This is an optimization exercise on Yosys and OpenROAD, whose aim is small area, a short achievable clock period and few clock cycles per item, not a production implementation.
At most, simulation tests tie the RTL to the original design; equivalence was not proved.
For run 3, only the layout was checked, not whether the RTL still works.
The clock cells of runs 4 and 5 come from the design's own scripts or RTL, not from TritonCTS.
No driver is modelled on the clock port, so clock power and skew are understated where the tree is cut down; a real chip needs a root buffer or a tree.
Power is estimated from default activity; no workload was simulated.

$ cat design/flow/config.mk
export PLATFORM = sky130hd
export DESIGN_NAME = frame_buffer_pool_manager_top
export DESIGN_NICKNAME = frame_buffer_pool_manager_top
export VERILOG_FILES = /design/flow/design.v
export SDC_FILE = /design/flow/constraint.sdc
export NUM_CORES = 4
export LEC_CHECK = 0
export CAP_MARGIN = 20
export CORE_MARGIN = 2
export CORE_UTILIZATION = 40
export SETUP_SLACK_MARGIN = 3.6
export SLEW_MARGIN = 20
$ cat design/flow/constraint.sdc
create_clock -name core_clock -period 6.0 [get_ports {clk}]
set_input_delay 1.2000 -clock core_clock [delete_from_list [all_inputs] [get_ports {clk}]]
set_output_delay 1.2000 -clock core_clock [all_outputs]
set_load 0.01 [all_outputs]
$ cat design/flow/design.v
`default_nettype none
package fbpm_pkg;
    localparam logic [2:0] ACT_PAINT      = 3'd0;
    localparam logic [2:0] ACT_CONSUME    = 3'd1;
    localparam logic [2:0] ACT_RETURN     = 3'd2;
    localparam logic [2:0] ACT_CLEAR_PEND = 3'd3;
    localparam logic [2:0] ACT_RESET_POOL = 3'd4;
endpackage
`default_nettype wire
`default_nettype none
import fbpm_pkg::*;
module fbpm_ctrl
(
    input  wire logic        clk,
    input  wire logic        rst_n,
    input  wire logic        start,
    output logic             busy,
    input  wire logic [34:0] request,
    output logic             v,       
    output logic             pn,      
    output logic             ps,      
    output logic             cs,      
    output logic             rt,      
    output logic             cl,      
    output logic             rp,      
    output logic [1:0]       idx
);
    logic [2:0]  act;
    logic [14:0] w;
    logic [14:0] h;
    logic [14:0] alloc_w;
    logic [14:0] alloc_h;
    logic        alloc_zero;
    logic        size_diff;
    logic        is_paint;
    logic        is_reset;
    assign busy      = 1'b0;
    assign act       = request[34:32];
    assign w         = request[31:17];
    assign h         = request[16:2];
    assign is_paint  = (act == ACT_PAINT);
    assign is_reset  = (act == ACT_RESET_POOL);
    assign size_diff = alloc_zero ? ((w != 15'd0) || (h != 15'd0))
                                  : ((w != alloc_w) || (h != alloc_h));
    always_ff @(posedge clk or negedge rst_n)
    begin
        if (!rst_n)
        begin
            alloc_zero <= 1'b1;
        end
        else if (start)
        begin
            if (is_paint)
                alloc_zero <= 1'b0;
            else if (is_reset)
                alloc_zero <= 1'b1;
        end
    end
    always_ff @(posedge clk)
    begin
        if (start && is_paint)
        begin
            alloc_w <= w;
            alloc_h <= h;
        end
    end
    always_ff @(posedge clk)
    begin
        v   <= start;
        pn  <= start && is_paint && size_diff;
        ps  <= start && is_paint && !size_diff;
        cs  <= start && (act == ACT_CONSUME);
        rt  <= start && (act == ACT_RETURN);
        cl  <= start && (act == ACT_CLEAR_PEND);
        rp  <= start && is_reset;
        idx <= request[1:0];
    end
endmodule
`default_nettype wire
`default_nettype none
module fbpm_datapath
(
    input  wire logic        clk,
    input  wire logic        rst_n,
    input  wire logic        v,
    input  wire logic        pn,
    input  wire logic        ps,
    input  wire logic        cs,
    input  wire logic        rt,
    input  wire logic        cl,
    input  wire logic        rp,
    input  wire logic [1:0]  idx,
    output logic             done,
    output logic [44:0]      result
);
    logic [1:0]  free_stack  [4];
    logic [3:0]  free_v;         
    logic [1:0]  flight_list [4];
    logic [3:0]  flight_v;       
    logic        ready_flag;
    logic [1:0]  ready_slot;
    logic        ready_zero;
    logic [31:0] paint_gen;
    logic [31:0] uploaded_gen;
    logic        gen_gt;
    logic        gens_zero;
    logic [2:0]  free_cnt;
    logic [2:0]  flight_cnt;
    logic        acc_q;
    logic        gen_nz_q;
    logic        repl_q;
    logic        reinit_q;
    logic [1:0]  free_stack_n  [4];
    logic [1:0]  flight_list_n [4];
    logic        ready_flag_n;
    logic [1:0]  ready_slot_n;
    logic        ready_zero_n;
    logic [31:0] paint_gen_n;
    logic [31:0] uploaded_gen_n;
    logic        gen_gt_n;
    logic        gens_zero_n;
    logic [2:0]  free_cnt_n;
    logic [2:0]  flight_cnt_n;
    logic [31:0] paint_gen_inc;
    logic        acc_n;
    logic        gen_nz_n;
    logic        ready_hit;
    logic        idx_hit;
    logic [3:0]  fl_match;
    logic [3:0]  fl_kill;
    logic        grant_pop;
    logic        grant_paint;
    logic        grant_cons;
    logic        push_ready;
    logic        pop_shift;
    logic        ret_push;
    logic        ret_fl;
    logic        append;
    logic        gen_eq;
    assign free_v   = {free_cnt[2],
                       free_cnt[2] || (free_cnt[1] && free_cnt[0]),
                       free_cnt[2] || free_cnt[1],
                       free_cnt != 3'd0};
    assign flight_v = {flight_cnt[2],
                       flight_cnt[2] || (flight_cnt[1] && flight_cnt[0]),
                       flight_cnt[2] || flight_cnt[1],
                       flight_cnt != 3'd0};
    assign gen_eq        = (paint_gen == uploaded_gen);
    assign paint_gen_inc = paint_gen + 32'd1;
    always_comb
    begin
        ready_hit = 1'b0;
        idx_hit   = 1'b0;
        for (int i = 0; i < 4; i++)
        begin
            if ((i > 0) && free_v[i] && (free_stack[i] == ready_slot))
                ready_hit = 1'b1;
            if (free_v[i] && (free_stack[i] == idx))
                idx_hit = 1'b1;
            fl_match[i] = flight_v[i] && (flight_list[i] == idx);
        end
        fl_kill[0] = fl_match[0];
        for (int i = 1; i < 4; i++)
            fl_kill[i] = fl_kill[i-1] || fl_match[i];
    end
    assign grant_pop   = ps && free_v[0];
    assign grant_paint = ps && (free_v[0] || ready_flag);
    assign grant_cons  = cs && ready_flag && gen_gt;
    assign push_ready  = grant_pop && ready_flag && !ready_hit;
    assign pop_shift   = grant_pop && !push_ready;
    assign ret_push    = rt && !idx_hit && !free_v[3];
    assign ret_fl      = rt && fl_kill[3];
    assign append      = grant_cons && !flight_v[3];
    always_comb
    begin
        for (int i = 0; i < 4; i++)
            free_stack_n[i] = free_stack[i];
        free_cnt_n = free_cnt;
        if (pn)
        begin
            free_stack_n[0] = 2'd2;
            free_stack_n[1] = 2'd1;
            free_stack_n[2] = 2'd0;
            free_cnt_n      = 3'd3;
        end
        else if (rp)
        begin
            free_cnt_n = 3'd0;
        end
        else if (push_ready)
        begin
            free_stack_n[0] = ready_slot;
        end
        else if (pop_shift)
        begin
            for (int i = 0; i < 3; i++)
                free_stack_n[i] = free_stack[i+1];
            free_cnt_n = free_cnt - 3'd1;
        end
        else if (ret_push)
        begin
            for (int i = 1; i < 4; i++)
                free_stack_n[i] = free_stack[i-1];
            free_stack_n[0] = idx;
            free_cnt_n = free_cnt + 3'd1;
        end
        for (int i = 0; i < 4; i++)
            flight_list_n[i] = flight_list[i];
        flight_cnt_n = flight_cnt;
        if (pn || rp)
        begin
            flight_cnt_n = 3'd0;
        end
        else if (append)
        begin
            for (int i = 1; i < 4; i++)
                flight_list_n[i] = flight_list[i-1];
            flight_list_n[0] = ready_slot;
            flight_cnt_n = flight_cnt + 3'd1;
        end
        else if (ret_fl)
        begin
            for (int i = 0; i < 3; i++)
                if (fl_kill[i])
                    flight_list_n[i] = flight_list[i+1];
            flight_cnt_n = flight_cnt - 3'd1;
        end
        if (pn || grant_paint)
            ready_flag_n = 1'b1;
        else if (grant_cons || rp)
            ready_flag_n = 1'b0;
        else
            ready_flag_n = ready_flag;
        if (pn)
            ready_slot_n = 2'd3;
        else if (grant_pop)
            ready_slot_n = free_stack[0];
        else
            ready_slot_n = ready_slot;
        if (pn || grant_paint)
            ready_zero_n = 1'b0;
        else if (rt && (idx == ready_slot))
            ready_zero_n = 1'b1;
        else
            ready_zero_n = ready_zero;
        if (pn || (grant_paint && gens_zero))
            paint_gen_n = 32'd1;
        else if (grant_paint)
            paint_gen_n = paint_gen_inc;
        else
            paint_gen_n = paint_gen;
        if (pn || (grant_paint && gens_zero) || (grant_cons && ready_zero))
            uploaded_gen_n = 32'd0;
        else if (cl || grant_cons)
            uploaded_gen_n = paint_gen;
        else
            uploaded_gen_n = uploaded_gen;
        if (rp)
            gens_zero_n = 1'b1;
        else if (pn || grant_paint)
            gens_zero_n = 1'b0;
        else
            gens_zero_n = gens_zero;
        if (pn)
            gen_gt_n = 1'b1;
        else if (cl)
            gen_gt_n = 1'b0;
        else if (grant_cons)
            gen_gt_n = ready_zero;
        else if (grant_paint)
            gen_gt_n = gens_zero ||
                       ((paint_gen != 32'hffff_ffff) && (gen_gt || gen_eq));
        else
            gen_gt_n = gen_gt;
    end
    assign acc_n    = pn || grant_paint || grant_cons;
    assign gen_nz_n = pn || grant_paint || (grant_cons && !ready_zero);
    always_ff @(posedge clk or negedge rst_n)
    begin
        if (!rst_n)
        begin
            free_cnt   <= '0;
            flight_cnt <= '0;
            ready_flag <= 1'b0;
            gens_zero  <= 1'b1;
            done       <= 1'b0;
        end
        else
        begin
            free_cnt   <= free_cnt_n;
            flight_cnt <= flight_cnt_n;
            ready_flag <= ready_flag_n;
            gens_zero  <= gens_zero_n;
            done       <= v;
        end
    end
    always_ff @(posedge clk)
    begin
        for (int i = 0; i < 4; i++)
        begin
            free_stack[i]  <= free_stack_n[i];
            flight_list[i] <= flight_list_n[i];
        end
        ready_slot   <= ready_slot_n;
        ready_zero   <= ready_zero_n;
        paint_gen    <= paint_gen_n;
        uploaded_gen <= uploaded_gen_n;
        gen_gt       <= gen_gt_n;
        acc_q        <= acc_n;
        gen_nz_q     <= gen_nz_n;
        repl_q       <= ps && ready_flag;
        reinit_q     <= pn;
    end
    assign result = {acc_q,
                     ready_slot & {2{acc_q}},
                     paint_gen & {32{gen_nz_q}},
                     repl_q,
                     reinit_q,
                     free_cnt,
                     ready_flag,
                     flight_cnt,
                     ready_flag && gen_gt};
endmodule
`default_nettype wire
`default_nettype none
module frame_buffer_pool_manager_top
(
    input  wire logic        clk,
    input  wire logic        rst_n,
    input  wire logic        start,
    output logic             busy,
    input  wire logic [34:0] request,
    output logic             done,
    output logic [44:0]      result
);
    logic       v;
    logic       pn;
    logic       ps;
    logic       cs;
    logic       rt;
    logic       cl;
    logic       rp;
    logic [1:0] idx;
    fbpm_ctrl u_ctrl (
        .clk     (clk),
        .rst_n   (rst_n),
        .start   (start),
        .busy    (busy),
        .request (request),
        .v       (v),
        .pn      (pn),
        .ps      (ps),
        .cs      (cs),
        .rt      (rt),
        .cl      (cl),
        .rp      (rp),
        .idx     (idx)
    );
    fbpm_datapath u_datapath (
        .clk     (clk),
        .rst_n   (rst_n),
        .v       (v),
        .pn      (pn),
        .ps      (ps),
        .cs      (cs),
        .rt      (rt),
        .cl      (cl),
        .rp      (rp),
        .idx     (idx),
        .done    (done),
        .result  (result)
    );
endmodule
`default_nettype wire
$ cat design/flow/flow/run.sh
#!/bin/bash
# The standard layout, with these ORFS settings changed:
export BUFFER_PORTS_ARGS="-buffer_cell sky130_fd_sc_hd__buf_2"
export CTS_ARGS="-sink_clustering_enable -repair_clock_nets -dont_use_dummy_load -buf_list sky130_fd_sc_hd__clkbuf_8"
bash standard.sh > standard.log 2>&1
$ cat design/flow/standard.sh
#!/bin/bash
# synth_recipe.tcl (not shown) runs the flow's synth.tcl, then flattens the netlist and writes it again
# the make line also repeats each setting of config.mk as NAME=value (left out here)
make -C /OpenROAD-flow-scripts/flow DESIGN_CONFIG=/design/flow/config.mk WORK_HOME=/design/flow/orfs CLKGATE_MAP_FILE= SYNTH_SCRIPT=/design/flow/synth_recipe.tcl "${@:-finish}"
==> reports/metrics.csv, run 1 <==
stage,metric,value,unit
place,buffer_ports.inserted,83,
cells_and_area,register_area,0.00323,mm^2
route,detail_route.drc_violations,0,
yosys,synth-edff-count,40,
timing,final-hold-violation-count,0,
global_route,grt_first_pass_wirelength,24500,um
yosys,post_synth_and_or_nand_nor_area_fraction,23.7,%
pwr,cellPowerDensity,248,mW/mm^2
cells_and_area,fin_cells,988,
place,detailed_place_hpwl,10600,um
clock_tree,clock-sinks,137,
place,place_area,0.00714,mm^2
setup_path,cp-start-kind,flip-flop,
setup_path,r2r_start,u_datapath.free_cnt[1],
place,routability_congestion_estimate,0.819,
route,number_of_detailed_route_iterations_in_the_first_pass,5,
setup_path,critical_path.cell_chain,buf_12 -> and2_1 -> buf_2,
global_route,grtUsageTotal,17.6,%
route,dr_total_vias,4947,
timing,final.setup_skew,0.0254,ns
clock_tree,clkTransAtPathRegs,0.07,ns
floorplan,initial_utilization,40.5,%
yosys,synth_flop_cell,sky130_fd_sc_hd__dfxtp_1,
clock_tree,cts_root_buf,sky130_fd_sc_hd__clkbuf_8,
yosys,yosys_register_bits,137,
floorplan,floorplan.die_area,0.0177,mm^2
setup_path,flop_to_flop_setup_slack,3.77,ns
timing,timing_worst_slew_pin_value,0.743,ns
clock_tree,cts.htree.levels,4,
setup_path,end_kind,primary output,
yosys,async_flop_share,7.30,%
global_route,grt_antenna_before_repair,0,
setup_path,path_depth_of_the_worst_reg2reg_path,9,
floorplan,core.rowCount,47,
yosys,synthesis.instances,694,
timing,timing.slew.headroom,50.5,%
route,vias_per_cell,5.01,
worst_hold_path,min_delay_worst_endpoint,u_datapath.done,
yosys,synth.yosys.warnings,6,
floorplan,io-pin-count,85,
setup_path,crit-reg2reg-capture,u_datapath.free_cnt[2],
setup_path,critical_path_required,4.80,ns
pwr,static-leakage-power,3.05,nW
timing,slew_violations,0,
cells_and_area,antenna-diode-count,0,
setup_path,timing_worst_setup_path_type,flip-flop to primary output,
setup_path,critical_path.slowest_cell,sky130_fd_sc_hd__dfxtp_4,
timing,report.final.setup_viol,0,
yosys,register_area_share_after_synthesis,48.1,%
yosys,syn_nets,735,
timing,fmax,407,MHz
timing,finalCritPeriodShare,40.9,%
status,run_status,"complete, no violations",
yosys,synth.mux.area_fraction,1.88,%
clock_tree,clock_latency,0.45,ns
cells_and_area,fin_area,0.00757,mm^2
timing,setup_total_negative_slack,0,ns
yosys,xor_and_xnor_fraction_of_the_mapped_netlist_area,15.4,%
global_route,vias_in_the_first_global_route,4785,
yosys,synth_compound_gate_area_share,6.78,%
setup_path,max_stage_delay,0.37,ns
cells_and_area,syn2layout_area_growth,14.0,%
global_route,grt-ovfl-total,0,
clock_tree,cts_buffers,17,
cells_and_area,fillers,1594,
global_route,grt_start_max_net_pins,33,
floorplan,die_width,133,um
route,drtAntennaViolNets,0,
yosys,yosys.area_share.adder,0.678,%
setup_path,cp_data_arrival_time,1.25,ns
yosys,ys_types,63,
setup_path,worst-path-max-fanout,14,
timing,finalCriticalPeriod,2.45,ns
place,place_inst,959,
floorplan,fp.dieH,133,um
floorplan,core_area,0.0164,mm^2
yosys,syn_area_per_cell,9.57,um^2
route,totalWireLength,15100,um
route,wire_per_inst,15.3,um
worst_hold_path,hold_path_class,flip-flop to flip-flop,
timing,grt_setup_unrepaired,true,
cells_and_area,final_util,46.1,%
cells_and_area,fin_nets,811,
cells_and_area,multiInputGateArea,0.00326,mm^2
flow_run,max_cap_viol_count,0,
yosys,mappedNetlistArea,0.00664,mm^2
clock_tree,ctsLongestPathBuffers,2,
yosys,synth_top_family_by_area,simple AND/OR/NAND/NOR gates,
worst_hold_path,min_delay_path_depth,0,
route,initialDrtViolationCount,215,
cells_and_area,drive_gt1_share,20.6,%
clock_tree,cts_tree,built,
worst_hold_path,worst_hold_startpoint,u_ctrl.v,
pwr,vdd_ir_drop_max,0.141,mV
-- critical path, delay by kind of cell, from the launching register on --
| family | cells | cell delay, ns |
|---|---|---|
| flops | 1 | 0.37 |
| simple gates | 1 | 0.16 |
| buf+inv | 2 | 0.28 |
-- layer usage --
layer	wire length [um]	global-route usage, %	vias up
met5	0	0	-
met4	286	6.45	0
met3	553	4.25	21
met2	7130	27.9	106
met1	7100	23.4	2340
li1	-	-	2480
-- metrics by stage --
stage / worst slack, ns / hold slack (ns) / power [mW]
after CTS: 3.51 / 0.338 / 1.89
after floorplan: 3.62 / 0.316 / 1.25
final: 3.55 / 0.338 / 1.88
after global placement: 3.07 / 0.318 / 1.33
after global routing: 3.48 / 0.348 / 1.98
after detailed placement: 2.87 / 0.322 / 1.34
-- flip-flops by register name, summed over array words and instances, names as in the netlist, 2 cells and up --
| signal | flops |
|---|---|
| u_ctrl.alloc_h | 15 |
| u_ctrl.alloc_w | 15 |
| u_ctrl.idx | 2 |
| u_datapath.flight_cnt | 3 |
| u_datapath.flight_list | 8 |
| u_datapath.free_cnt | 3 |
| u_datapath.free_stack | 8 |
| u_datapath.paint_gen | 32 |
| u_datapath.ready_slot | 2 |
| u_datapath.uploaded_gen | 32 |
-- cell families after synthesis --
family                     count (synthesis)
adders and majority gates                  3
muxes                                     12
other                                      1
xor gates and xnor gates                 117
AOI/OAI and AO/OA                         72
buffers and inverters                     44
DFF                                      137
and+or+nand+nor                          308
-- how the worst max path moves through the flow --
stage                           startpoint                     endpoint  cells after the start
finish                 u_datapath.gen_nz_q                   result[23]                      3
global route           u_datapath.gen_nz_q                   result[39]                      3
CTS                    u_datapath.gen_nz_q                   result[18]                      3
detailed placement  u_datapath.free_cnt[1]  u_datapath.uploaded_gen[29]                      4
global placement     u_datapath.ready_flag   u_datapath.uploaded_gen[7]                      4
floorplan            u_datapath.ready_flag     u_datapath.flight_cnt[2]                      7
-- repair_timing --
action,4_1_cts,5_1_grt
hold buffers,0,0
gates resized for setup,23,12
endpoints found under the setup margin,69,82
setup buffers,4,8
pin swaps,0,3
-- synthesized netlist by cell type (17+ instances only) --
cell	count	area share, %
sky130_fd_sc_hd__nand4_1	18	1.7
sky130_fd_sc_hd__xnor2_1	47	6.2
sky130_fd_sc_hd__nand2_1	106	6.0
sky130_fd_sc_hd__clkbuf_1	20	1.1
sky130_fd_sc_hd__a21oi_1	41	3.1
sky130_fd_sc_hd__and2_1	37	3.5
sky130_fd_sc_hd__dfxtp_1	87	26
sky130_fd_sc_hd__xor2_1	70	9.2
sky130_fd_sc_hd__nand3_1	18	1.4
sky130_fd_sc_hd__nor2_1	62	3.5
sky130_fd_sc_hd__edfxtp_1	40	18
sky130_fd_sc_hd__nor4_1	17	1.6
-- placed cells by master (no fill, tap or decap), types with 18 or more instances in the layout --
master / instances
sky130_fd_sc_hd__buf_2: 81
sky130_fd_sc_hd__a21oi_1: 41
sky130_fd_sc_hd__nand2_1: 106
sky130_fd_sc_hd__edfxtp_1: 40
sky130_fd_sc_hd__and2_1: 35
sky130_fd_sc_hd__xnor2_1: 47
sky130_fd_sc_hd__nor2_1: 60
sky130_fd_sc_hd__dfxtp_1: 74
sky130_fd_sc_hd__nand4_1: 18
sky130_fd_sc_hd__xor2_1: 70
-- power breakdown --
| part | switching (mW) | leakage [nW] | internal (mW) |
|---|---|---|---|
| logic | 0.126 | 1.73 | 0.128 |
| registers | 0.0750 | 1.20 | 1.01 |
| clock network | 0.296 | 0.122 | 0.249 |
| total | 0.496 | 3.05 | 1.38 |
-- area by class of cell --
| cell class | instances | share of cell area (%) |
|---|---|---|
| clock buffer | 17 | 3.09 |
| inverter | 4 | 0.198 |
| multi-input combinational | 513 | 43.1 |
| sequential | 137 | 42.6 |
| tap | 220 | 3.64 |
| timing repair buffer | 97 | 7.42 |
Testbench counts, summed over its fixed seeds: cycles 9,616, items 9,600.
==> run 2, diff against run 1 <==
--- a/design/flow/config.mk
+++ b/design/flow/config.mk
@@ -7,6 +7,7 @@
 export LEC_CHECK = 0
 export CAP_MARGIN = 20
 export CORE_MARGIN = 2
-export CORE_UTILIZATION = 40
-export SETUP_SLACK_MARGIN = 3.6
+export CORE_UTILIZATION = 55
+export PLACE_DENSITY = 0.7
+export SETUP_SLACK_MARGIN = 3.7
 export SLEW_MARGIN = 20
==> run 2 against run 1 <==
  * Clock power is essentially flat
  * Critical path type unchanged
  * Still clean on timing, DRC and antenna
  * Worst setup slack improved by 0.0024 ns
  * Sequential share of layout area about the same
  * Sequential cell count did not move
  * Largest cell class unchanged
==> reports/metrics.csv, run 2 <==
stage,metric,value,unit
clock_tree,cts_root_buf,sky130_fd_sc_hd__clkbuf_8,
setup_path,critical_path_required,4.80,ns
yosys,yosys-top-cells-count,"106 x sky130_fd_sc_hd__nand2_1, 87 x sky130_fd_sc_hd__dfxtp_1, 70 x sky130_fd_sc_hd__xor2_1",
global_route,grt_start_max_net_pins,33,
route,wire_per_inst,16.2,um
global_route,grt_use_met3,5.58,%
yosys,yosys_register_bits,137,
place,place_inst,885,
timing,timing_worst_slew_pin_value,0.712,ns
timing,setup_total_negative_slack,0,ns
yosys,yosysTopAreaCell,sky130_fd_sc_hd__dfxtp_1,
worst_hold_path,hold_path_class,flip-flop to flip-flop,
clock_tree,ctsLongestPathBuffers,2,
pwr,clockPowerShare,28.9,%
cells_and_area,fin_cells,919,
setup_path,critical_path.cell_chain,buf_12 -> and2_1 -> buf_2,
global_route,grt_first_pass_wirelength,24100,um
clock_tree,clock-sinks,137,
global_route,grt_antenna_before_repair,0,
yosys,register_area_share_after_synthesis,48.1,%
pwr,post-layout-total-power,1.89,mW
global_route,grt.met1_usage,30.9,%
floorplan,initial_utilization,55.8,%
clock_tree,cts_buffers,17,
clock_tree,cts_hold_buffers,0,
pwr,cellPowerDensity,249,mW/mm^2
timing,finalCriticalPeriod,2.45,ns
cells_and_area,antenna-diode-count,0,
yosys,syn_nets,735,
pwr,vdd_ir_drop_max,0.166,mV
floorplan,floorplan.die_area,0.0130,mm^2
setup_path,timing_worst_setup_path_type,flip-flop to primary output,
route,dr_total_vias,5080,
setup_path,worst-path-max-fanout,12,
clock_tree,cts_tree,built,
place,place_area,0.00705,mm^2
floorplan,fp.dieH,114,um
pwr,netSwitchingPower,503,uW
cells_and_area,syn2layout_area_growth,14.3,%
cells_and_area,final_util,63.7,%
timing,final.setup_skew,0.0260,ns
yosys,synth.top_cells.by_area,"sky130_fd_sc_hd__dfxtp_1 26%, sky130_fd_sc_hd__edfxtp_1 18%, sky130_fd_sc_hd__xor2_1 9.2%",
setup_path,critical_path.slowest_cell,sky130_fd_sc_hd__dfxtp_4,
yosys,syn_area_per_cell,9.57,um^2
cells_and_area,reg_top3,"u_datapath.paint_gen (32), u_datapath.uploaded_gen (32)",
pwr,power.share.switching,26.7,%
place,detailed_place_hpwl,10100,um
global_route,vias_in_the_first_global_route,4889,
floorplan,core.rowCount,40,
yosys,synth_flop_cell,sky130_fd_sc_hd__dfxtp_1,
yosys,async_flop_share,7.30,%
cells_and_area,mostFrequentLayoutCell,sky130_fd_sc_hd__nand2_1,
pwr,comb_power_share,13.7,%
place,routability_congestion_estimate,0.849,
timing,fmax,408,MHz
timing,timing.slew.headroom,52.5,%
pwr,p_seq_share,57.4,%
route,vias_per_cell,5.53,
timing,slew_violations,0,
clock_tree,cts.htree.levels,4,
pwr,internal-power,1.38,mW
global_route,global_route.usage.met2,39.4,%
timing,final-hold-violation-count,0,
clock_tree,clkTransAtPathRegs,0.07,ns
global_route,grt-ovfl-total,0,
setup_path,cp-start-kind,flip-flop,
global_route,grtUsageTotal,23.8,%
yosys,synth.yosys.warnings,6,
clock_tree,clock_latency,0.45,ns
cells_and_area,drive_gt1_share,23.4,%
place,buffer_ports.inserted,83,
cells_and_area,final_cell_mix,"105 x sky130_fd_sc_hd__nand2_1, 75 x sky130_fd_sc_hd__buf_2, 70 x sky130_fd_sc_hd__xor2_1",
yosys,synth-edff-count,40,
global_route,busiest_layer,met2,
yosys,ys_types,63,
route,initialDrtViolationCount,337,
route,totalWireLength,14900,um
cells_and_area,fin_nets,815,
yosys,mappedNetlistArea,0.00664,mm^2
status,run_status,"complete, no violations",
setup_path,end_kind,primary output,
route,detail_route.drc_violations,0,
route,number_of_detailed_route_iterations_in_the_first_pass,4,
floorplan,io-pin-count,85,
yosys,synthesis.instances,694,
cells_and_area,fin_area,0.00759,mm^2
timing,finalCritPeriodShare,40.9,%
yosys,yosys.area.top_type_share,26.2,%
timing,report.final.setup_viol,0,
flow_run,max_cap_viol_count,0,
setup_path,max_stage_delay,0.37,ns
route,drtAntennaViolNets,0,
timing,grt_setup_unrepaired,true,
floorplan,die_width,114,um
floorplan,core_area,0.0119,mm^2
pwr,static-leakage-power,3.07,nW
yosys,yosysMostFrequentCell,sky130_fd_sc_hd__nand2_1,
setup_path,cp_data_arrival_time,1.25,ns
-- run 2: cell counts after synthesis --
No cell type changed its count.
-- run 2: critical path: cells and delay by family (launching register included) --
family,cells,cell delay (ns)
buf+inv,2,0.28
simple gates,1,0.16
flops,1,0.37
-- run 2: per-layer routing --
layer	part of all wire (%)	routed length, um	vias up
li1	-	-	2499
met4	1.0	153	0
met5	0	0	-
met2	50	7450	109
met1	44	6600	2460
met3	4.5	675	12
-- run 2: repair_timing --
item / 4_1_cts / 5_1_grt
gates resized for setup: 42 / 16
pin swaps: 2 / 2
setup endpoints to repair: 73 / 73
setup buffers: 10 / 7
gates cloned: 0 / 0
-- run 2: final cells by class --
class                   count  area [um^2]
clock buffers              17          234
well taps                 147          184
flip-flops and latches    137         3230
fillers                   988         4320
repair buffers            101          633
multi-input cells         513         3290
inverters                   4         18.8
-- run 2: power groups by stage --
| stage | Sequential (mW) | Clock [mW] | Combinational, mW |
|---|---|---|---|
| 2_1_floorplan | 1.08 | 0 | 0.172 |
| 3_3_place_gp | 1.10 | 0 | 0.226 |
| 3_5_place_dp | 1.10 | 0 | 0.231 |
| 4_1_cts | 1.08 | 0.557 | 0.250 |
| 5_1_grt | 1.09 | 0.592 | 0.285 |
| 6_report | 1.08 | 0.546 | 0.258 |
-- run 2: cell families (layout without fill, tap and decap cells) --
kind of cell / Yosys count / count (layout) / share of synthesized area [%]
compound gates: 72 / 72 / 6.78
xor+xnor: 117 / 117 / 15.4
fa+ha+maj: 3 / 3 / 0.678
buf+inv: 44 / 122 / 3.33
flops: 137 / 137 / 48.1
mux: 12 / 12 / 1.88
other cells: 1 / 1 / 0.0565
simple gates: 308 / 308 / 23.7
-- run 2: worst paths after layout --
path / depth (start not counted) / slack [ns] / start / to
setup / recovery: 3 / 3.55 / u_datapath.gen_nz_q / result[10]
hold / removal: 0 / 0.34 / u_ctrl.v / u_datapath.done
setup reg to reg: 5 / 3.81 / u_datapath.ready_flag / u_datapath.uploaded_gen[7]
hold reg to reg: 0 / 0.34 / u_ctrl.v / u_datapath.done
max in group asynchronous: 1 / 5.10 / rst_n / u_datapath.gens_zero
min in group asynchronous: 1 / 0.63 / rst_n / u_datapath.done
-- run 2: metrics by stage --
| stage | setup WS [ns] | hold slack (ns) |
|---|---|---|
| 3_5_place_dp | 3.00 | 0.324 |
| 4_1_cts | 3.53 | 0.341 |
| 2_1_floorplan | 3.72 | 0.316 |
| 5_1_grt | 3.49 | 0.348 |
| 3_3_place_gp | 3.18 | 0.318 |
| 6_report | 3.55 | 0.341 |
==> run 3, diff against run 2 <==
--- a/design/flow/design.v
+++ b/design/flow/design.v
@@ -94,7 +94,7 @@
     output logic [44:0]      result
 );
     logic [1:0]  free_stack  [4];
-    logic [3:0]  free_v;         
+    logic [3:0]  free_set;       
     logic [1:0]  flight_list [4];
     logic [3:0]  flight_v;       
     logic        ready_flag;
@@ -120,6 +120,7 @@
     logic        gen_gt_n;
     logic        gens_zero_n;
     logic [2:0]  free_cnt_n;
+    logic [3:0]  free_set_n;
     logic [2:0]  flight_cnt_n;
     logic [31:0] paint_gen_inc;
     logic        acc_n;
@@ -137,38 +138,28 @@
     logic        ret_fl;
     logic        append;
     logic        gen_eq;
-    assign free_v   = {free_cnt[2],
-                       free_cnt[2] || (free_cnt[1] && free_cnt[0]),
-                       free_cnt[2] || free_cnt[1],
-                       free_cnt != 3'd0};
     assign flight_v = {flight_cnt[2],
                        flight_cnt[2] || (flight_cnt[1] && flight_cnt[0]),
                        flight_cnt[2] || flight_cnt[1],
                        flight_cnt != 3'd0};
     assign gen_eq        = (paint_gen == uploaded_gen);
     assign paint_gen_inc = paint_gen + 32'd1;
+    assign ready_hit = free_set[ready_slot] && (free_stack[0] != ready_slot);
+    assign idx_hit   = free_set[idx];
     always_comb
     begin
-        ready_hit = 1'b0;
-        idx_hit   = 1'b0;
         for (int i = 0; i < 4; i++)
-        begin
-            if ((i > 0) && free_v[i] && (free_stack[i] == ready_slot))
-                ready_hit = 1'b1;
-            if (free_v[i] && (free_stack[i] == idx))
-                idx_hit = 1'b1;
             fl_match[i] = flight_v[i] && (flight_list[i] == idx);
-        end
         fl_kill[0] = fl_match[0];
         for (int i = 1; i < 4; i++)
             fl_kill[i] = fl_kill[i-1] || fl_match[i];
     end
-    assign grant_pop   = ps && free_v[0];
-    assign grant_paint = ps && (free_v[0] || ready_flag);
+    assign grant_pop   = ps && (free_cnt != 3'd0);
+    assign grant_paint = ps && ((free_cnt != 3'd0) || ready_flag);
     assign grant_cons  = cs && ready_flag && gen_gt;
     assign push_ready  = grant_pop && ready_flag && !ready_hit;
     assign pop_shift   = grant_pop && !push_ready;
-    assign ret_push    = rt && !idx_hit && !free_v[3];
+    assign ret_push    = rt && !idx_hit && !free_cnt[2];
     assign ret_fl      = rt && fl_kill[3];
     assign append      = grant_cons && !flight_v[3];
     always_comb
@@ -176,26 +167,32 @@
         for (int i = 0; i < 4; i++)
             free_stack_n[i] = free_stack[i];
         free_cnt_n = free_cnt;
+        free_set_n = free_set;
         if (pn)
         begin
             free_stack_n[0] = 2'd2;
             free_stack_n[1] = 2'd1;
             free_stack_n[2] = 2'd0;
             free_cnt_n      = 3'd3;
+            free_set_n      = 4'b0111;
         end
         else if (rp)
         begin
             free_cnt_n = 3'd0;
+            free_set_n = 4'b0000;
         end
         else if (push_ready)
         begin
             free_stack_n[0] = ready_slot;
+            free_set_n[free_stack[0]] = 1'b0;
+            free_set_n[ready_slot]    = 1'b1;
         end
         else if (pop_shift)
         begin
             for (int i = 0; i < 3; i++)
                 free_stack_n[i] = free_stack[i+1];
             free_cnt_n = free_cnt - 3'd1;
+            free_set_n[free_stack[0]] = 1'b0;
         end
         else if (ret_push)
         begin
@@ -203,6 +200,7 @@
                 free_stack_n[i] = free_stack[i-1];
             free_stack_n[0] = idx;
             free_cnt_n = free_cnt + 3'd1;
+            free_set_n[idx] = 1'b1;
         end
         for (int i = 0; i < 4; i++)
             flight_list_n[i] = flight_list[i];
@@ -280,6 +278,7 @@
         if (!rst_n)
         begin
             free_cnt   <= '0;
+            free_set   <= '0;
             flight_cnt <= '0;
             ready_flag <= 1'b0;
             gens_zero  <= 1'b1;
@@ -288,6 +287,7 @@
         else
         begin
             free_cnt   <= free_cnt_n;
+            free_set   <= free_set_n;
             flight_cnt <= flight_cnt_n;
             ready_flag <= ready_flag_n;
             gens_zero  <= gens_zero_n;
==> run 3 against run 2 <==
  * Combinational power increased by 12%
  * Core utilization rose by 0.52 points
  * Final cell count rose by 6.4%
  * Synthesized area rose by 4.5%
  * Sequential share of layout area down 0.90 points
  * Still clean
  * Highest routed layer unchanged
==> reports/metrics.csv, run 3 <==
stage,metric,value,unit
setup_path,critical_path_required,4.80,ns
setup_path,crit-reg2reg-capture,u_datapath.free_stack[2][0],
pwr,vdd_ir_drop_max,0.194,mV
route,detail_route.drc_violations,0,
status,run_status,"complete, no violations",
clock_tree,cts_tree,built,
worst_hold_path,worst_hold_startpoint,u_ctrl.v,
cells_and_area,drive_gt1_share,24.4,%
worst_hold_path,min_delay_worst_endpoint,u_datapath.done,
timing,final.hold.worst_slack,0.335,ns
flow_run,max_cap_viol_count,0,
worst_hold_path,min_delay_path_depth,0,
cells_and_area,mostFrequentLayoutCell,sky130_fd_sc_hd__nand2_1,
route,initialDrtViolationCount,461,
setup_path,cp-start-kind,flip-flop,
global_route,grt_start_max_net_pins,33,
timing,finalCritPeriodShare,40.7,%
floorplan,die_width,116,um
timing,final-hold-violation-count,0,
cells_and_area,syn2layout_area_growth,15.3,%
yosys,syn_area_per_cell,9.46,um^2
place,buffer_ports.inserted,83,
global_route,grtUsageTotal,24.7,%
route,number_of_detailed_route_iterations_in_the_first_pass,5,
setup_path,r2r_start,u_datapath.free_cnt[2],
setup_path,cp_data_arrival_time,1.24,ns
global_route,grt_antenna_before_repair,0,
global_route,grt_first_pass_wirelength,25900,um
clock_tree,cts_hold_buffers,0,
timing,report.final.setup_viol,0,
cells_and_area,final_util,64.2,%
clock_tree,clkTransAtPathRegs,0.07,ns
route,drtAntennaViolNets,0,
cells_and_area,fin_cells,978,
yosys,synth.top_cells.by_area,"sky130_fd_sc_hd__dfxtp_1 25%, sky130_fd_sc_hd__edfxtp_1 17%, sky130_fd_sc_hd__nand2_1 6.3%",
yosys,yosys-top-cells-count,"116 x sky130_fd_sc_hd__nand2_1, 87 x sky130_fd_sc_hd__dfxtp_1, 49 x sky130_fd_sc_hd__xor2_1",
yosys,mappedNetlistArea,0.00694,mm^2
timing,final.setup_skew,0.0182,ns
timing,fmax,410,MHz
timing,finalCriticalPeriod,2.44,ns
yosys,synth-edff-count,40,
setup_path,worst-path-max-fanout,16,
timing,setup_total_negative_slack,0,ns
yosys,synth_flop_cell,sky130_fd_sc_hd__dfxtp_1,
setup_path,path_depth_of_the_worst_reg2reg_path,7,
setup_path,end_kind,primary output,
route,totalWireLength,16200,um
yosys,register_area_share_after_synthesis,47.5,%
yosys,yosysTopAreaCell,sky130_fd_sc_hd__dfxtp_1,
floorplan,floorplan.die_area,0.0135,mm^2
route,vias_per_cell,5.63,
global_route,vias_in_the_first_global_route,5250,
clock_tree,ctsLongestPathBuffers,2,
yosys,ys_types,71,
yosys,synthesis.instances,734,
timing,grt_setup_unrepaired,true,
clock_tree,cts_buffers,17,
yosys,yosysMostFrequentCell,sky130_fd_sc_hd__nand2_1,
place,detailed_place_hpwl,10900,um
cells_and_area,final_cell_mix,"114 x sky130_fd_sc_hd__nand2_1, 66 x sky130_fd_sc_hd__dfxtp_1, 64 x sky130_fd_sc_hd__buf_2",
floorplan,initial_utilization,55.7,%
yosys,yosys_register_bits,141,
setup_path,flop_to_flop_setup_slack,3.82,ns
setup_path,timing_worst_setup_path_type,flip-flop to primary output,
timing,slew_violations,0,
clock_tree,clock-sinks,141,
floorplan,core_area,0.0125,mm^2
cells_and_area,reg_top3,"u_datapath.paint_gen (32), u_datapath.uploaded_gen (32)",
place,place_inst,941,
global_route,grt-ovfl-total,0,
floorplan,core.rowCount,41,
yosys,synth.yosys.warnings,6,
clock_tree,cts.htree.levels,4,
pwr,cellPowerDensity,243,mW/mm^2
clock_tree,clock_latency,0.44,ns
cells_and_area,antenna-diode-count,0,
worst_hold_path,hold_path_class,flip-flop to flip-flop,
yosys,async_flop_share,9.93,%
yosys,syn_nets,775,
timing,timing_worst_slew_pin_value,0.706,ns
yosys,yosys.area.top_type_share,25.1,%
timing,timing.slew.headroom,52.9,%
pwr,static-leakage-power,3.14,nW
route,dr_total_vias,5502,
floorplan,io-pin-count,85,
place,routability_congestion_estimate,0.895,
clock_tree,cts_root_buf,sky130_fd_sc_hd__clkbuf_8,
floorplan,fp.dieH,116,um
route,wire_per_inst,16.5,um
cells_and_area,fin_nets,849,
==> run 3: critical path: stages, from the launching register on <==
cell	delay, ns
sky130_fd_sc_hd__dfxtp_4	0.38
sky130_fd_sc_hd__buf_12	0.15
sky130_fd_sc_hd__and2_1	0.15
sky130_fd_sc_hd__buf_2	0.13
==> run 3: worst max path at each step <==
stage	from	endpoint	slack (ns)
final	u_datapath.gen_nz_q	result[11]	3.56
after global routing	u_datapath.gen_nz_q	result[11]	3.50
after CTS	u_datapath.paint_gen[26]	result[36]	3.51
after detailed placement	u_datapath.ready_flag	u_datapath.paint_gen[27]	3.34
after global placement	u_datapath.ready_flag	u_datapath.paint_gen[31]	3.39
after floorplan	u_datapath.ready_slot[0]	u_datapath.free_cnt[2]	3.72
==> run 3: metal layers <==
metal | up-vias | track usage [%] | share of wire [%]
met1 | 2641 | 32.5 | 45
met2 | 162 | 40.3 | 48
li1 | 2678 | - | -
met4 | 0 | 7.62 | 1.7
met5 | - | 0 | 0
met3 | 21 | 6.33 | 5.3
==> run 3: area by class of cell <==
| cell class | count | area (um^2) |
|---|---|---|
| timing repair buffer | 105 | 736 |
| multi-input combinational | 531 | 3430 |
| sequential | 141 | 3340 |
| clock buffer | 17 | 234 |
| inverter | 12 | 48.8 |
| tap | 172 | 215 |
| fill | 1050 | 4460 |
==> run 3: what timing repair did <==
action                     in CTS  in global routing
buffers inserted               10                  9
pin swaps                       2                  3
setup endpoints to repair     110                 88
gates resized for setup        62                 30
gates cloned                    1                  0
==> run 3: cell families (layout without fill, tap and decap cells) <==
family | count (synthesis) | after routing | synth area share, %
and+or+nand+nor | 307 | 307 | 22.4
DFF | 141 | 141 | 47.5
xor gates and xnor gates | 97 | 97 | 12.2
buffers and inverters | 62 | 134 | 4.74
adders and majority gates | 3 | 3 | 0.649
muxes | 12 | 12 | 2.09
other | 1 | 1 | 0.0540
AOI/OAI and AO/OA | 111 | 111 | 10.4
==> run 3: report_power, final <==
part	switching [mW]	leakage, nW	internal (mW)
Clock	0.296	0.122	0.249
Sequential	0.0734	1.23	1.04
Combinational	0.143	1.78	0.144
Total	0.513	3.14	1.43
==> run 3: through the flow <==
| step | instance area (um^2) | power [mW] | setup slack, ns |
|---|---|---|---|
| finish | 8010 | 1.94 | 3.56 |
| global route | 8010 | 2.03 | 3.50 |
| CTS | 7830 | 1.93 | 3.51 |
| detailed placement | 7310 | 1.35 | 3.34 |
| global placement | 7310 | 1.34 | 3.39 |
| floorplan | 6940 | 1.27 | 3.72 |
==> run 4, diff against run 3 <==
--- a/design/flow/design.v
+++ b/design/flow/design.v
@@ -94,7 +94,7 @@
     output logic [44:0]      result
 );
     logic [1:0]  free_stack  [4];
-    logic [3:0]  free_set;       
+    logic [3:0]  free_v;         
     logic [1:0]  flight_list [4];
     logic [3:0]  flight_v;       
     logic        ready_flag;
@@ -120,7 +120,6 @@
     logic        gen_gt_n;
     logic        gens_zero_n;
     logic [2:0]  free_cnt_n;
-    logic [3:0]  free_set_n;
     logic [2:0]  flight_cnt_n;
     logic [31:0] paint_gen_inc;
     logic        acc_n;
@@ -138,28 +137,38 @@
     logic        ret_fl;
     logic        append;
     logic        gen_eq;
+    assign free_v   = {free_cnt[2],
+                       free_cnt[2] || (free_cnt[1] && free_cnt[0]),
+                       free_cnt[2] || free_cnt[1],
+                       free_cnt != 3'd0};
     assign flight_v = {flight_cnt[2],
                        flight_cnt[2] || (flight_cnt[1] && flight_cnt[0]),
                        flight_cnt[2] || flight_cnt[1],
                        flight_cnt != 3'd0};
     assign gen_eq        = (paint_gen == uploaded_gen);
     assign paint_gen_inc = paint_gen + 32'd1;
-    assign ready_hit = free_set[ready_slot] && (free_stack[0] != ready_slot);
-    assign idx_hit   = free_set[idx];
     always_comb
     begin
+        ready_hit = 1'b0;
+        idx_hit   = 1'b0;
         for (int i = 0; i < 4; i++)
+        begin
+            if ((i > 0) && free_v[i] && (free_stack[i] == ready_slot))
+                ready_hit = 1'b1;
+            if (free_v[i] && (free_stack[i] == idx))
+                idx_hit = 1'b1;
             fl_match[i] = flight_v[i] && (flight_list[i] == idx);
+        end
         fl_kill[0] = fl_match[0];
         for (int i = 1; i < 4; i++)
             fl_kill[i] = fl_kill[i-1] || fl_match[i];
     end
-    assign grant_pop   = ps && (free_cnt != 3'd0);
-    assign grant_paint = ps && ((free_cnt != 3'd0) || ready_flag);
+    assign grant_pop   = ps && free_v[0];
+    assign grant_paint = ps && (free_v[0] || ready_flag);
     assign grant_cons  = cs && ready_flag && gen_gt;
     assign push_ready  = grant_pop && ready_flag && !ready_hit;
     assign pop_shift   = grant_pop && !push_ready;
-    assign ret_push    = rt && !idx_hit && !free_cnt[2];
+    assign ret_push    = rt && !idx_hit && !free_v[3];
     assign ret_fl      = rt && fl_kill[3];
     assign append      = grant_cons && !flight_v[3];
     always_comb
@@ -167,32 +176,26 @@
         for (int i = 0; i < 4; i++)
             free_stack_n[i] = free_stack[i];
         free_cnt_n = free_cnt;
-        free_set_n = free_set;
         if (pn)
         begin
             free_stack_n[0] = 2'd2;
             free_stack_n[1] = 2'd1;
             free_stack_n[2] = 2'd0;
             free_cnt_n      = 3'd3;
-            free_set_n      = 4'b0111;
         end
         else if (rp)
         begin
             free_cnt_n = 3'd0;
-            free_set_n = 4'b0000;
         end
         else if (push_ready)
         begin
             free_stack_n[0] = ready_slot;
-            free_set_n[free_stack[0]] = 1'b0;
-            free_set_n[ready_slot]    = 1'b1;
         end
         else if (pop_shift)
         begin
             for (int i = 0; i < 3; i++)
                 free_stack_n[i] = free_stack[i+1];
             free_cnt_n = free_cnt - 3'd1;
-            free_set_n[free_stack[0]] = 1'b0;
         end
         else if (ret_push)
         begin
@@ -200,7 +203,6 @@
                 free_stack_n[i] = free_stack[i-1];
             free_stack_n[0] = idx;
             free_cnt_n = free_cnt + 3'd1;
-            free_set_n[idx] = 1'b1;
         end
         for (int i = 0; i < 4; i++)
             flight_list_n[i] = flight_list[i];
@@ -278,7 +280,6 @@
         if (!rst_n)
         begin
             free_cnt   <= '0;
-            free_set   <= '0;
             flight_cnt <= '0;
             ready_flag <= 1'b0;
             gens_zero  <= 1'b1;
@@ -287,7 +288,6 @@
         else
         begin
             free_cnt   <= free_cnt_n;
-            free_set   <= free_set_n;
             flight_cnt <= flight_cnt_n;
             ready_flag <= ready_flag_n;
             gens_zero  <= gens_zero_n;
==> design/flow/flow/run.sh (replaced) <==
#!/bin/bash
# The standard layout (standard.sh), with two changes:
#  - ports are buffered by buf_2 cells;
#  - the clock tree is flow/cts.tcl's: the clock port drives 4 clkbuf_16
#    cells, each driving one cluster of flip-flops.
# ORFS writes each step's full log under orfs/logs/; make's output goes to
# standard.log.
export BUFFER_PORTS_ARGS="-buffer_cell sky130_fd_sc_hd__buf_2"
export PRE_CTS_TCL="$PWD/flow/cts.tcl"
export MYCTS_NBUF=4
bash standard.sh > standard.log 2>&1
==> design/flow/flow/cts.tcl (new file) <==
# Clock tree, sourced by ORFS's CTS step (PRE_CTS_TCL) in place of its own
# clock_tree_synthesis: the clock port drives NBUF clkbuf_16 cells directly,
# each of which drives the flip-flops of one cluster, the clusters being
# equal-sized groups of nearby flip-flops (balanced k-means on placement).
# Every flip-flop is one buffer away from the clock port.
set nbuf 4
if {[info exists ::env(MYCTS_NBUF)]} { set nbuf $::env(MYCTS_NBUF) }
set block [ord::get_db_block]
set clk_net [$block findNet clk]
set master [[ord::get_db] findMaster sky130_fd_sc_hd__clkbuf_16]
set sinks {}
foreach it [$clk_net getITerms] {
  set inst [$it getInst]
  set bb [$inst getBBox]
  lappend sinks [list $it [expr {([$bb xMin]+[$bb xMax])/2}] [expr {([$bb yMin]+[$bb yMax])/2}]]
}
puts "mycts: [llength $sinks] sinks"
# k-means on positions, seeded by splitting along x
set n [llength $sinks]
set sorted [lsort -integer -index 1 $sinks]
set cx {}; set cy {}
for {set k 0} {$k < $nbuf} {incr k} {
  set s [lindex $sorted [expr {int(($k + 0.5) * $n / $nbuf)}]]
  lappend cx [lindex $s 1]; lappend cy [lindex $s 2]
}
# balanced k-means: each cluster holds at most cap sinks
set cap [expr {int(ceil(double($n) / $nbuf))}]
for {set iter 0} {$iter < 30} {incr iter} {
  # assign greedily by distance, respecting capacity
  set pairs {}
  set i 0
  foreach s $sinks {
    for {set k 0} {$k < $nbuf} {incr k} {
      set d [expr {abs([lindex $s 1]-[lindex $cx $k]) + abs([lindex $s 2]-[lindex $cy $k])}]
      lappend pairs [list $d $i $k]
    }
    incr i
  }
  set pairs [lsort -integer -index 0 $pairs]
  set assign [lrepeat $n -1]
  set cnt [lrepeat $nbuf 0]
  foreach p $pairs {
    lassign $p d i k
    if {[lindex $assign $i] >= 0} continue
    if {[lindex $cnt $k] >= $cap} continue
    lset assign $i $k
    lset cnt $k [expr {[lindex $cnt $k] + 1}]
  }
  set sx [lrepeat $nbuf 0]; set sy [lrepeat $nbuf 0]
  set i 0
  foreach s $sinks {
    set k [lindex $assign $i]
    lset sx $k [expr {[lindex $sx $k] + [lindex $s 1]}]
    lset sy $k [expr {[lindex $sy $k] + [lindex $s 2]}]
    incr i
  }
  for {set k 0} {$k < $nbuf} {incr k} {
    lset cx $k [expr {[lindex $sx $k] / max(1,[lindex $cnt $k])}]
    lset cy $k [expr {[lindex $sy $k] / max(1,[lindex $cnt $k])}]
  }
}
puts "mycts: cluster sizes $cnt"
for {set k 0} {$k < $nbuf} {incr k} {
  set inst [odb::dbInst_create $block $master "clkbuf_my_$k"]
  set net [odb::dbNet_create $block "clk_my_$k"]
  $net setSigType CLOCK
  [$inst findITerm A] connect $clk_net
  [$inst findITerm X] connect $net
  $inst setLocation [expr {[lindex $cx $k] - 2000}] [expr {[lindex $cy $k]}]
  $inst setPlacementStatus PLACED
  set i 0
  foreach s $sinks {
    if {[lindex $assign $i] == $k} {
      set it [lindex $s 0]
      $it disconnect
      $it connect $net
    }
    incr i
  }
}
$clk_net setSigType CLOCK

# The CTS step calls clock_tree_synthesis next: the tree is built, so it only
# has to switch timing to the propagated clock.
rename clock_tree_synthesis {}
proc clock_tree_synthesis {args} {
  set_propagated_clock [all_clocks]
  puts "mycts: clock tree built by PRE_CTS_TCL"
}
--- a/design/flow/config.mk
+++ b/design/flow/config.mk
@@ -7,7 +7,6 @@
 export LEC_CHECK = 0
 export CAP_MARGIN = 20
 export CORE_MARGIN = 2
-export CORE_UTILIZATION = 55
-export PLACE_DENSITY = 0.7
-export SETUP_SLACK_MARGIN = 3.7
+export CORE_UTILIZATION = 40
+export SETUP_SLACK_MARGIN = 3.6
 export SLEW_MARGIN = 20
==> run 4 against run 3 <==
  * Clock skew shrank 0.0093 ns
  * Die area increased by 30%
  * Worst setup slack better by 0.099 ns
  * Largest cell class unchanged
  * Clock power fell by 35%
  * Global-route usage down 8.7 points
  * Still clean
==> reports/metrics.csv, run 4 <==
stage,metric,value,unit
status,run_status,"complete, no violations",
route,detail_route.drc_violations,0,
cells_and_area,reg_top3,"u_datapath.paint_gen (32), u_datapath.uploaded_gen (32)",
global_route,grt_start_max_net_pins,36,
cells_and_area,drive_gt1_share,17.0,%
timing,slew_violations,0,
yosys,synth.yosys.warnings,6,
global_route,grt_use_met3,0.766,%
pwr,post-layout-total-power,1.67,mW
setup_path,critical_path.cell_chain,a21oi_1 -> o31a_1 -> a31oi_4 -> xor2_1 -> ha_1 -> nor2_1 -> mux2_1 -> a21oi_1 -> a31o_1,
pwr,cellPowerDensity,229,mW/mm^2
global_route,grt-ovfl-total,0,
timing,timing.slew.headroom,58.7,%
global_route,grtUsageTotal,16.0,%
setup_path,worstSetupStartpoint,u_datapath.free_cnt[0],
setup_path,path_buf_inv,0,
place,preCtsSetupSlack,2.87,ns
place,routability_congestion_estimate,0.819,
yosys,register_area_share_after_synthesis,48.1,%
place,detailed_place_hpwl,10600,um
setup_path,critPathTopFamily,compound AO/OA/AOI/OAI gates,
floorplan,initial_utilization,40.5,%
global_route,vias_in_the_first_global_route,4641,
global_route,global_route.usage.met2,27.5,%
flow_run,max_cap_viol_count,0,
setup_path,max_stage_delay,0.49,ns
setup_path,path_depth_of_the_worst_reg2reg_path,9,
cells_and_area,mostFrequentLayoutCell,sky130_fd_sc_hd__nand2_1,
clock_tree,clkTransAtPathRegs,0.12,ns
yosys,synth_flop_cell,sky130_fd_sc_hd__dfxtp_1,
route,vias_per_cell,4.99,
setup_path,cp-start-kind,flip-flop,
yosys,yosysMostFrequentCell,sky130_fd_sc_hd__nand2_1,
floorplan,io-pin-count,85,
floorplan,die_width,133,um
timing,final.setup_skew,0.00892,ns
pwr,vdd_ir_drop_max,0.155,mV
yosys,synth-edff-count,40,
setup_path,flop_to_flop_setup_slack,3.66,ns
worst_hold_path,min_delay_worst_endpoint,u_datapath.done,
yosys,synthesis.instances,694,
yosys,synth.top_cells.by_area,"sky130_fd_sc_hd__dfxtp_1 26%, sky130_fd_sc_hd__edfxtp_1 18%, sky130_fd_sc_hd__xor2_1 9.2%",
worst_hold_path,min_delay_path_depth,0,
route,dr_total_vias,4814,
cells_and_area,final_cell_mix,"106 x sky130_fd_sc_hd__nand2_1, 83 x sky130_fd_sc_hd__buf_2, 83 x sky130_fd_sc_hd__dfxtp_1",
setup_path,worst-path-max-fanout,7,
route,wire_per_inst,15.2,um
yosys,yosysTopAreaCell,sky130_fd_sc_hd__dfxtp_1,
route,initialDrtViolationCount,218,
yosys,syn_nets,735,
yosys,async_flop_share,7.30,%
timing,finalCritPeriodShare,39.0,%
yosys,yosys-top-cells-count,"106 x sky130_fd_sc_hd__nand2_1, 87 x sky130_fd_sc_hd__dfxtp_1, 70 x sky130_fd_sc_hd__xor2_1",
floorplan,core_area,0.0164,mm^2
timing,setup_total_negative_slack,0,ns
pwr,static-leakage-power,2.91,nW
setup_path,critical_path.most_common_cell,sky130_fd_sc_hd__a21oi_1,
setup_path,critical_path.slowest_cell,sky130_fd_sc_hd__dfrtp_1,
timing,fmax,427,MHz
global_route,grt_antenna_before_repair,0,
route,number_of_detailed_route_iterations_in_the_first_pass,5,
timing,timing_worst_slew_pin_value,0.619,ns
setup_path,crit-reg2reg-capture,u_datapath.free_cnt[2],
global_route,grt_first_pass_wirelength,23700,um
setup_path,end_kind,flip-flop,
yosys,yosys_register_bits,137,
cells_and_area,fin_nets,788,
route,totalWireLength,14600,um
clock_tree,clock_latency,0.18,ns
global_route,busiest_layer,met2,
setup_path,critical_path_required,6.13,ns
cells_and_area,multiInputGateArea,0.00325,mm^2
timing,grt_setup_unrepaired,true,
global_route,grt.met1_usage,22.8,%
cells_and_area,register_area,0.00321,mm^2
floorplan,floorplan.die_area,0.0177,mm^2
timing,finalCriticalPeriod,2.34,ns
timing,final.hold.worst_slack,0.344,ns
timing,final-hold-violation-count,0,
setup_path,cp_data_arrival_time,2.47,ns
yosys,syn_area_per_cell,9.57,um^2
cells_and_area,antenna-diode-count,0,
worst_hold_path,hold_path_class,flip-flop to flip-flop,
floorplan,fp.dieH,133,um
clock_tree,cts_hold_buffers,0,
route,drtAntennaViolNets,0,
cells_and_area,syn2layout_area_growth,9.87,%
timing,report.final.setup_viol,0,
cells_and_area,fillers,1606,
floorplan,core.rowCount,47,
yosys,yosys.area.top_type_share,26.2,%
place,buffer_ports.inserted,83,
timing,post_route_setup_slack,3.66,ns
yosys,mappedNetlistArea,0.00664,mm^2
setup_path,r2r_start,u_datapath.free_cnt[0],
setup_path,timing_worst_setup_path_type,flip-flop to flip-flop,
yosys,ys_types,63,
worst_hold_path,worst_hold_startpoint,u_ctrl.v,
run 4: cell count changes in the layout (fill, tap and decap cells not counted), sizes merged, moves of 4 or more:
cell,delta
nand4,-8
buf,-18
o31ai,-6
nand2,-10
dfrtp,-4
clkbuf,-13
xor2,+21
a21oi,-9
inv,-7
o21ai,-14
o211ai,-7
mux2,+4
or4,-5
nor2,+20
run 4: cell type report:
type / instances / area share (%)
Tap cell: 220 / 3.77
Multi-Input combinational cell: 513 / 44.6
Sequential cell: 137 / 43.9
Buffer: 4 / 1.37
Inverter: 4 / 0.257
Timing Repair Buffer: 87 / 6.10
run 4: timing repair:
action | CTS | global route
gates resized for setup | 10 | 6
pin swaps | 0 | 2
setup buffers | 0 | 2
setup endpoints to repair | 66 | 77
run 4: power by group:
group	internal (mW)	switching (mW)
clock	0.125	0.229
sequential	1.01	0.0771
combinational	0.114	0.120
run 4: worst reg2reg max path: cells and delay by family, from the launching register on:
kind | cells | cell delay (ns)
compound gates | 5 | 1.09
xor+xnor | 1 | 0.19
fa+ha+maj | 1 | 0.18
flops | 1 | 0.49
mux | 1 | 0.31
simple gates | 1 | 0.04
run 4: logic make-up after synthesis:
kind of cell    share of synthesized area [%]
flops                                    48.1
xor+xnor                                 15.4
fa+ha+maj                               0.678
simple gates                             23.7
other cells                            0.0565
compound gates                           6.78
mux                                      1.88
buf+inv                                  3.33
run 4: worst max-delay path by stage:
stage	end	slack, ns	cells after the start
final	u_datapath.free_cnt[2]	3.66	9
after global routing	u_datapath.free_cnt[2]	3.46	9
after CTS	u_datapath.free_cnt[2]	3.61	9
after detailed placement	u_datapath.uploaded_gen[29]	2.87	4
after global placement	u_datapath.uploaded_gen[7]	3.07	4
after floorplan	u_datapath.flight_cnt[2]	3.62	7
run 4: through the flow:
step	instances	util (%)	area (um^2)
floorplan	694	-	6640
global placement	959	43.5	7140
detailed placement	959	43.5	7140
CTS	963	44.3	7270
global route	965	44.5	7300
finish	965	44.5	7300
run 4: routing by layer:
| metal | part of all wire [%] | wire length, um | up-vias |
|---|---|---|---|
| li1 | - | - | 2433 |
| met2 | 48 | 6970 | 67 |
| met4 | 1.6 | 233 | 0 |
| met3 | 2.6 | 379 | 16 |
| met5 | 0 | 0 | - |
| met1 | 48 | 7060 | 2298 |
Testbench counts of run 4, summed over its fixed seeds: cycles 9,616, items 9,600.
==> run 5, diff against run 4 <==
--- a/design/flow/config.mk
+++ b/design/flow/config.mk
@@ -7,6 +7,7 @@
 export LEC_CHECK = 0
 export CAP_MARGIN = 20
 export CORE_MARGIN = 2
-export CORE_UTILIZATION = 40
+export CORE_UTILIZATION = 55
+export PLACE_DENSITY = 0.7
 export SETUP_SLACK_MARGIN = 3.6
 export SLEW_MARGIN = 20
==> run 5 against run 4 <==
  * Clock power up 2%
  * First-iteration DRC count up 42%
  * Fmax up 2.6%
  * Via count up 1.7%
  * Final cell count down 7.5%
  * Worst setup slack better by 0.060 ns
  * Combinational power about the same
  * Clock skew down 0.0023 ns
  * Global-route usage up 5.3 points
  * Core utilization up 16 points
  * Critical path type is now flip-flop to primary output
  * Largest power group unchanged
==> reports/metrics.csv, run 5 <==
stage,metric,value,unit
worst_hold_path,hold_path_class,flip-flop to flip-flop,
floorplan,floorplan.die_area,0.0130,mm^2
timing,timing_worst_slew_pin_value,0.654,ns
cells_and_area,fillers,1025,
flow_run,max_cap_viol_count,0,
yosys,yosysMostFrequentCell,sky130_fd_sc_hd__nand2_1,
clock_tree,clkTransAtPathRegs,0.12,ns
setup_path,critical_path_required,4.80,ns
pwr,vdd_ir_drop_max,0.206,mV
cells_and_area,drive_gt1_share,17.0,%
cells_and_area,register_area,0.00320,mm^2
route,drtAntennaViolNets,0,
pwr,cellPowerDensity,232,mW/mm^2
worst_hold_path,worst_hold_startpoint,u_ctrl.v,
timing,fmax,439,MHz
yosys,async_flop_share,7.30,%
yosys,register_area_share_after_synthesis,48.1,%
route,wire_per_inst,15.5,um
status,run_status,"complete, no violations",
timing,finalCritPeriodShare,38.0,%
floorplan,core.rowCount,40,
floorplan,die_width,114,um
setup_path,cp_data_arrival_time,1.08,ns
place,preCtsSetupSlack,3.01,ns
floorplan,fp.dieH,114,um
cells_and_area,final_cell_mix,"106 x sky130_fd_sc_hd__nand2_1, 84 x sky130_fd_sc_hd__dfxtp_1, 83 x sky130_fd_sc_hd__buf_2",
cells_and_area,reg_top3,"u_datapath.paint_gen (32), u_datapath.uploaded_gen (32)",
cells_and_area,syn2layout_area_growth,8.61,%
setup_path,end_kind,primary output,
global_route,grt_first_pass_wirelength,23200,um
cells_and_area,fin_nets,789,
timing,finalCriticalPeriod,2.28,ns
place,buffer_ports.inserted,83,
place,detailed_place_hpwl,10000,um
yosys,synth_flop_cell,sky130_fd_sc_hd__dfxtp_1,
floorplan,core_area,0.0119,mm^2
yosys,synth.top_cells.by_area,"sky130_fd_sc_hd__dfxtp_1 26%, sky130_fd_sc_hd__edfxtp_1 18%, sky130_fd_sc_hd__xor2_1 9.2%",
route,detail_route.drc_violations,0,
floorplan,io-pin-count,85,
setup_path,timing_worst_setup_path_type,flip-flop to primary output,
place,routability_congestion_estimate,0.909,
global_route,grt-ovfl-total,0,
global_route,vias_in_the_first_global_route,4715,
yosys,synth-edff-count,40,
route,number_of_detailed_route_iterations_in_the_first_pass,5,
yosys,yosys_register_bits,137,
timing,grt_setup_unrepaired,false,
setup_path,worst-path-max-fanout,8,
floorplan,initial_utilization,55.8,%
cells_and_area,multiInputGateArea,0.00325,mm^2
timing,setup_total_negative_slack,0,ns
global_route,grt_start_max_net_pins,36,
setup_path,cp-start-kind,flip-flop,
cells_and_area,antenna-diode-count,0,
clock_tree,clock_latency,0.18,ns
timing,post_route_setup_slack,3.72,ns
route,vias_per_cell,5.48,
yosys,syn_area_per_cell,9.57,um^2
pwr,static-leakage-power,2.91,nW
route,totalWireLength,13800,um
yosys,syn_nets,735,
yosys,mappedNetlistArea,0.00664,mm^2
yosys,ys_types,63,
setup_path,r2r_start,u_datapath.free_cnt[1],
timing,report.final.setup_viol,0,
yosys,yosys-top-cells-count,"106 x sky130_fd_sc_hd__nand2_1, 87 x sky130_fd_sc_hd__dfxtp_1, 70 x sky130_fd_sc_hd__xor2_1",
timing,timing.slew.headroom,56.4,%
yosys,yosysTopAreaCell,sky130_fd_sc_hd__dfxtp_1,
global_route,grt_antenna_before_repair,0,
yosys,synthesis.instances,694,
yosys,synth.yosys.warnings,6,
timing,final.setup_skew,0.00666,ns
clock_tree,cts_hold_buffers,0,
yosys,yosys.area.top_type_share,26.2,%
setup_path,worstSetupStartpoint,u_datapath.paint_gen[2],
global_route,grtUsageTotal,21.3,%
cells_and_area,mostFrequentLayoutCell,sky130_fd_sc_hd__nand2_1,
timing,slew_violations,0,
route,initialDrtViolationCount,310,
timing,final-hold-violation-count,0,
route,dr_total_vias,4898,
run 5: cell counts after synthesis:
No cell type changed its count.
run 5: cells by family (layout without fill, tap and decap cells):
logic type / after synthesis / after routing / synth area share (%)
fa+ha+maj: 3 / 3 / 0.678
flops: 137 / 137 / 48.1
buf+inv: 44 / 96 / 3.33
other cells: 1 / 1 / 0.0565
mux: 12 / 12 / 1.88
simple gates: 308 / 308 / 23.7
compound gates: 72 / 72 / 6.78
xor+xnor: 117 / 117 / 15.4
run 5: stage by stage:
| step | utilization, % | instances | total power [mW] | instance area [um^2] | hold slack [ns] |
|---|---|---|---|---|---|
| after floorplan | - | 694 | 1.25 | 6640 | 0.316 |
| after global placement | 59.1 | 885 | 1.32 | 7050 | 0.317 |
| after detailed placement | 59.2 | 885 | 1.33 | 7050 | 0.322 |
| after CTS | 60.2 | 889 | 1.68 | 7170 | 0.339 |
| after global routing | 60.6 | 893 | 1.75 | 7210 | 0.349 |
| final | 60.6 | 893 | 1.67 | 7210 | 0.337 |
run 5: layer usage:
metal / vias up / GRT usage, % / wire (um)
li1: 2451 / - / -
met1: 2352 / 30.5 / 6620
met2: 86 / 37.4 / 6620
met3: 9 / 1.06 / 428
met4: 0 / 2.44 / 167
met5: - / 0 / 0
run 5: timing repair:
action,CTS,global route
pin swaps,0,2
gates resized for setup,9,5
setup endpoints to repair,66,49
buffers inserted,0,4
run 5: worst paths after layout:
| check | end | slack (ns) | cells after the start |
|---|---|---|---|
| min reg2reg | u_datapath.done | 0.34 | 0 |
| min in group asynchronous | u_datapath.done | 0.86 | 1 |
| max in group asynchronous | u_datapath.gens_zero | 4.88 | 1 |
| min | u_datapath.done | 0.34 | 0 |
| max reg2reg | u_datapath.uploaded_gen[6] | 3.79 | 4 |
| max | result[12] | 3.72 | 2 |
run 5: area by class of cell:
type | count | area share (%)
Tap cell | 147 | 2.55
Sequential cell | 137 | 44.4
Buffer | 4 | 1.39
Timing Repair Buffer | 88 | 6.28
Multi-Input combinational cell | 513 | 45.1
Inverter | 4 | 0.260
run 5: critical path, cell delays in order (launching register included):
cell and delay [ns]:
sky130_fd_sc_hd__dfxtp_1 0.57, sky130_fd_sc_hd__and2_1 0.20, sky130_fd_sc_hd__buf_2 0.13
run 5: power by group:
group | switching (mW) | internal [mW]
Combinational | 0.119 | 0.114
Clock | 0.235 | 0.125
Sequential | 0.0750 | 1.01

[port drivers added, routing unchanged]
How much do the figures lean on ideal ports? The routed layouts below were timed once more, with nothing changed but the port constraints.
Step 1 sets driving cells, clkbuf_16 on the clock port and buf_2 on the other inputs (assumed; they add their load-dependent delay and slew).
Step 2 moves the port delays by t, midway between the first and last clock arrival at a register: inputs arrive t later, outputs are due t later. That takes back most of the time a late clock gives input paths.
Three values: ideal ports, drivers, drivers and shift; two values: the first two.
run	shift t [ns]	setup WS [ns]	worst setup path at the end	clock arrival spread, ns	pins driven straight from the clock port
run 1	0.472	3.545 / 3.510 / 3.390	input to register	0.027 / 0.028	1
run 2	0.474	3.548 / 3.512 / 3.437	input to register	0.029 / 0.028	1
run 3	0.470	3.560 / 3.524 / 3.436	input to register	0.024 / 0.024	1
run 4	0.270	3.660 / 3.630 / 3.564	input to register	0.011 / 0.011	4
run 5	0.258	3.720 / 3.643 / 3.539	input to register	0.007 / 0.008	4
After both steps setup and hold are still met in every run listed. For run 5, which loses most, drivers alone change the setup slack by -0.077 ns; drivers and shift together by -0.181 ns.
